Context: an optimization exercise on an open-source flow, tuned for small area and a short achievable clock period. The choices shown serve that exercise and are no tape-out recipe.
Power figures rest on the tool's default switching activity, not on a simulated workload.

==> module state_capture, before the edit <==
module state_capture (
  input  logic                        clk,
  input  logic                        reset,
  input  logic                        qvalue_en,
  input  logic                        reward_en,
  input  logic                        current_location_en,
  input  logic                        next_location_en,
  input  logic                        location_select,
  input  dynaq_data_pkg::location_t   start_location,
  input  dynaq_data_pkg::location_t   env_next_location,
  input  dynaq_data_pkg::qvalue_t     qvalue_0,
  input  dynaq_data_pkg::qvalue_t     qvalue_1,
  input  dynaq_data_pkg::qvalue_t     qvalue_2,
  input  dynaq_data_pkg::qvalue_t     qvalue_3,
  input  dynaq_data_pkg::reward_t     reward,
  output dynaq_data_pkg::location_t   current_location,
  output dynaq_data_pkg::location_t   next_location,
  output dynaq_data_pkg::qvalue_t     q_max,
  output dynaq_policy_pkg::action_t   greedy_action,
  output dynaq_data_pkg::reward_t     reward_q,
  output logic                        goal
);
  dynaq_data_pkg::location_t current_location_d;
  dynaq_data_pkg::location_t next_location_d;
  logic [3:0] g10n, g32n, g20n, g21n, g30n, g31n;
  logic pick_1, pick_3, pick_hi;
  q_gt u_gt10 (.a(qvalue_1), .b(qvalue_0), .gtn(g10n));
  q_gt u_gt32 (.a(qvalue_3), .b(qvalue_2), .gtn(g32n));
  q_gt u_gt20 (.a(qvalue_2), .b(qvalue_0), .gtn(g20n));
  q_gt u_gt21 (.a(qvalue_2), .b(qvalue_1), .gtn(g21n));
  q_gt u_gt30 (.a(qvalue_3), .b(qvalue_0), .gtn(g30n));
  q_gt u_gt31 (.a(qvalue_3), .b(qvalue_1), .gtn(g31n));
  assign pick_1  = ~g10n[0];
  assign pick_3  = ~g32n[0];
  assign pick_hi = pick_3 ? (pick_1 ? ~g31n[0] : ~g30n[0]) : (pick_1 ? ~g21n[0] : ~g20n[0]);
  dynaq_data_pkg::qvalue_t q_max_d;
  for (genvar c = 0; c < 8; c++) begin : g_sel
    logic s0, s1, s2, s3, hold;
    q_sel_gen u_gen (
      .en (qvalue_en), .p1n (g10n[c/2]), .p3n (g32n[c/2]),
      .g20n (g20n[c/2]), .g21n (g21n[c/2]), .g30n (g30n[c/2]), .g31n (g31n[c/2]),
      .s0 (s0), .s1 (s1), .s2 (s2), .s3 (s3), .hold (hold)
    );
    for (genvar k = 8 * c; k < 8 * c + 8; k++) begin : g_bit
      q_sel_bit u_bit (
        .s0 (s0), .s1 (s1), .s2 (s2), .s3 (s3), .hold (hold),
        .q0 (qvalue_0[k]), .q1 (qvalue_1[k]), .q2 (qvalue_2[k]), .q3 (qvalue_3[k]),
        .qm (q_max[k]), .d (q_max_d[k])
      );
    end
  end
  assign current_location_d = location_select ? next_location : start_location;
  assign next_location_d    = location_select ? env_next_location : start_location;
  always_ff @(posedge clk or negedge reset) begin
    if (!reset) begin
      q_max <= '0;
    end else begin
      q_max <= q_max_d;
    end
  end
  always_ff @(posedge clk or negedge reset) begin
    if (!reset) begin
      greedy_action <= '0;
    end else if (qvalue_en) begin
      greedy_action <= {pick_hi, pick_hi ? pick_3 : pick_1};
    end
  end
  always_ff @(posedge clk or negedge reset) begin
    if (!reset) begin
      reward_q <= '0;
      goal     <= 1'b0;
    end else if (reward_en) begin
      reward_q <= reward;
      goal     <= &reward[11-2:0];
    end
  end
  always_ff @(posedge clk or negedge reset) begin
    if (!reset) begin
      current_location <= '0;
      next_location    <= '0;
    end else begin
      if (current_location_en)
        current_location <= current_location_d;
      if (next_location_en)
        next_location <= next_location_d;
    end
  end
endmodule
==> module q_gt, before the edit <==
module q_gt (
  input  dynaq_data_pkg::qvalue_t a,
  input  dynaq_data_pkg::qvalue_t b,
  output logic [3:0]              gtn
);
  logic [63:0] gn0, en0;
  logic [31:0] g1, e1;
  logic [15:0] gn2, en2;
  logic [7:0]  g3, e3;
  logic [3:0]  gn4, en4;
  logic [1:0]  g5, e5;
  logic [3:0]  e6;
  for (genvar i = 0; i < 63; i++) begin : g_l0
    gt_bit u_b (.a(a[i]), .b(b[i]), .gn(gn0[i]), .en(en0[i]));
  end
  gt_bit_sign u_s (.a(a[63]), .b(b[63]), .gn(gn0[63]), .en(en0[63]));
  for (genvar i = 0; i < 32; i++) begin : g_l1
    gt_node_n u_n (.gh(gn0[2*i+1]), .eh(en0[2*i+1]), .gl(gn0[2*i]), .el(en0[2*i]), .g(g1[i]), .e(e1[i]));
  end
  for (genvar i = 0; i < 16; i++) begin : g_l2
    gt_node_p u_n (.gh(g1[2*i+1]), .eh(e1[2*i+1]), .gl(g1[2*i]), .el(e1[2*i]), .g(gn2[i]), .e(en2[i]));
  end
  for (genvar i = 0; i < 8; i++) begin : g_l3
    gt_node_n u_n (.gh(gn2[2*i+1]), .eh(en2[2*i+1]), .gl(gn2[2*i]), .el(en2[2*i]), .g(g3[i]), .e(e3[i]));
  end
  for (genvar i = 0; i < 4; i++) begin : g_l4
    gt_node_p u_n (.gh(g3[2*i+1]), .eh(e3[2*i+1]), .gl(g3[2*i]), .el(e3[2*i]), .g(gn4[i]), .e(en4[i]));
  end
  for (genvar i = 0; i < 2; i++) begin : g_l5
    gt_node_n u_n (.gh(gn4[2*i+1]), .eh(en4[2*i+1]), .gl(gn4[2*i]), .el(en4[2*i]), .g(g5[i]), .e(e5[i]));
  end
  for (genvar c = 0; c < 4; c++) begin : g_l6
    gt_node_p u_n (.gh(g5[1]), .eh(e5[1]), .gl(g5[0]), .el(e5[0]), .g(gtn[c]), .e(e6[c]));
  end
endmodule
==> module gt_bit, before the edit <==
module gt_bit (
  input  logic a,
  input  logic b,
  output logic gn,
  output logic en
);
  assign gn = ~(a & ~b);
  assign en = ~a & b;
endmodule
==> module gt_bit_sign, before the edit <==
module gt_bit_sign (
  input  logic a,
  input  logic b,
  output logic gn,
  output logic en
);
  assign gn = ~(~a & b);
  assign en = a & ~b;
endmodule
clock: 7.5 ns
lec_check: 0
cap_margin: 20
core_margin: 2
core_utilization: 40
place_density: 0.6
setup_slack_margin: 4
slew_margin: 20
synth_hierarchical: 1
standard.sh (not shown) runs the stock make flow with config.mk's settings and CLKGATE_MAP_FILE= SYNTH_SCRIPT=/design/flow/synth_recipe.tcl, a recipe that flattens the netlist after the stock synthesis.
==> flow/flow/run.sh <==
#!/bin/bash
# Standard layout, with the port buffers taken from a plain buffer cell
# instead of the default pick.
export BUFFER_PORTS_ARGS="-buffer_cell sky130_fd_sc_hd__buf_2"
bash standard.sh > standard_run.log 2>&1
The starting point completed without violations.
Then changed:
--- a/flow/design.v
+++ b/flow/design.v
@@ -37,10 +37,14 @@
   logic [3:0] g10n, g32n, g20n, g21n, g30n, g31n;
   logic pick_1, pick_3, pick_hi;
-  q_gt u_gt10 (.a(qvalue_1), .b(qvalue_0), .gtn(g10n));
-  q_gt u_gt32 (.a(qvalue_3), .b(qvalue_2), .gtn(g32n));
-  q_gt u_gt20 (.a(qvalue_2), .b(qvalue_0), .gtn(g20n));
-  q_gt u_gt21 (.a(qvalue_2), .b(qvalue_1), .gtn(g21n));
-  q_gt u_gt30 (.a(qvalue_3), .b(qvalue_0), .gtn(g30n));
-  q_gt u_gt31 (.a(qvalue_3), .b(qvalue_1), .gtn(g31n));
+  dynaq_data_pkg::qvalue_t qn0, qn1, qn2;
+  q_inv u_inv0 (.a(qvalue_0), .y(qn0));
+  q_inv u_inv1 (.a(qvalue_1), .y(qn1));
+  q_inv u_inv2 (.a(qvalue_2), .y(qn2));
+  q_gt u_gt10 (.a(qvalue_1), .b(qvalue_0), .bn(qn0), .gtn(g10n));
+  q_gt u_gt32 (.a(qvalue_3), .b(qvalue_2), .bn(qn2), .gtn(g32n));
+  q_gt u_gt20 (.a(qvalue_2), .b(qvalue_0), .bn(qn0), .gtn(g20n));
+  q_gt u_gt21 (.a(qvalue_2), .b(qvalue_1), .bn(qn1), .gtn(g21n));
+  q_gt u_gt30 (.a(qvalue_3), .b(qvalue_0), .bn(qn0), .gtn(g30n));
+  q_gt u_gt31 (.a(qvalue_3), .b(qvalue_1), .bn(qn1), .gtn(g31n));
   assign pick_1  = ~g10n[0];
   assign pick_3  = ~g32n[0];
@@ -137,4 +141,5 @@
   input  dynaq_data_pkg::qvalue_t a,
   input  dynaq_data_pkg::qvalue_t b,
+  input  dynaq_data_pkg::qvalue_t bn,
   output logic [3:0]              gtn
 );
@@ -147,7 +152,9 @@
   logic [3:0]  e6;
   for (genvar i = 0; i < 63; i++) begin : g_l0
-    gt_bit u_b (.a(a[i]), .b(b[i]), .gn(gn0[i]), .en(en0[i]));
+    gt_bit u_b (.a(a[i]), .bn(bn[i]), .gn(gn0[i]), .en(en0[i]));
   end
-  gt_bit_sign u_s (.a(a[63]), .b(b[63]), .gn(gn0[63]), .en(en0[63]));
+  logic an63;
+  gt_inv u_s_inv (.a(a[63]), .y(an63));
+  gt_bit u_s (.a(an63), .bn(b[63]), .gn(gn0[63]), .en(en0[63]));
   for (genvar i = 0; i < 32; i++) begin : g_l1
     gt_node_n u_n (.gh(gn0[2*i+1]), .eh(en0[2*i+1]), .gl(gn0[2*i]), .el(en0[2*i]), .g(g1[i]), .e(e1[i]));
@@ -171,19 +178,22 @@
 module gt_bit (
   input  logic a,
-  input  logic b,
+  input  logic bn,
   output logic gn,
   output logic en
 );
-  assign gn = ~(a & ~b);
-  assign en = ~a & b;
+  assign gn = ~(a & bn);
+  assign en = ~(a | bn);
 endmodule
-module gt_bit_sign (
+module gt_inv (
   input  logic a,
-  input  logic b,
-  output logic gn,
-  output logic en
+  output logic y
+);
+  assign y = ~a;
+endmodule
+module q_inv (
+  input  dynaq_data_pkg::qvalue_t a,
+  output dynaq_data_pkg::qvalue_t y
 );
-  assign gn = ~(~a & b);
-  assign en = a & ~b;
+  assign y = ~a;
 endmodule
 module gt_node_p (
Wire length shrinks by about 1.2%. Worst setup slack loses 0.072 ns. Design area goes down by about 4.4%. Combinational power hardly moves. Maximum frequency fell by about 2%. Via count goes up by about 1.5%. Utilization went up by 0.65 points. Cell count increases by about 1.2%. Die area falls by 6.2%. Count of clock-buffer cells in the layout went up by 3. Sequential cell count does not change. Clock skew increases by 0.017 ns. Worst hold slack barely changes.
No functional check of the RTL was part of any run of this note.

==> re-timing with driven ports <==
The flow's constraints put no driver on any port. The routed layouts listed below were extracted and timed again, unchanged, in two steps.
Step 1 sets driving cells, clkbuf_16 on the clock port and buf_2 on the other inputs (assumed; they add their load-dependent delay and slew).
Step 2 also shifts input and output timing later by t, the mid clock arrival at the registers, as if the neighbouring blocks saw the same clock.
a / b / c = ideal / step 1 / step 2; a / b = the first two.
| run | shift t [ns] | setup WS [ns] | slew at the worst register clock pin (ns) | worst slew at a driven data input, ns |
|---|---|---|---|---|
| the first run | 0.643 | 3.991 / 3.991 / 3.430 | 0.06 / 0.06 | 0.10 |
| the second run | 0.633 | 3.919 / 3.919 / 3.416 | 0.06 / 0.06 | 0.11 |
After both steps setup and hold are still met in every run listed. For the first run, which loses most, drivers alone change the setup slack by 0.000 ns; drivers and shift together by -0.561 ns.
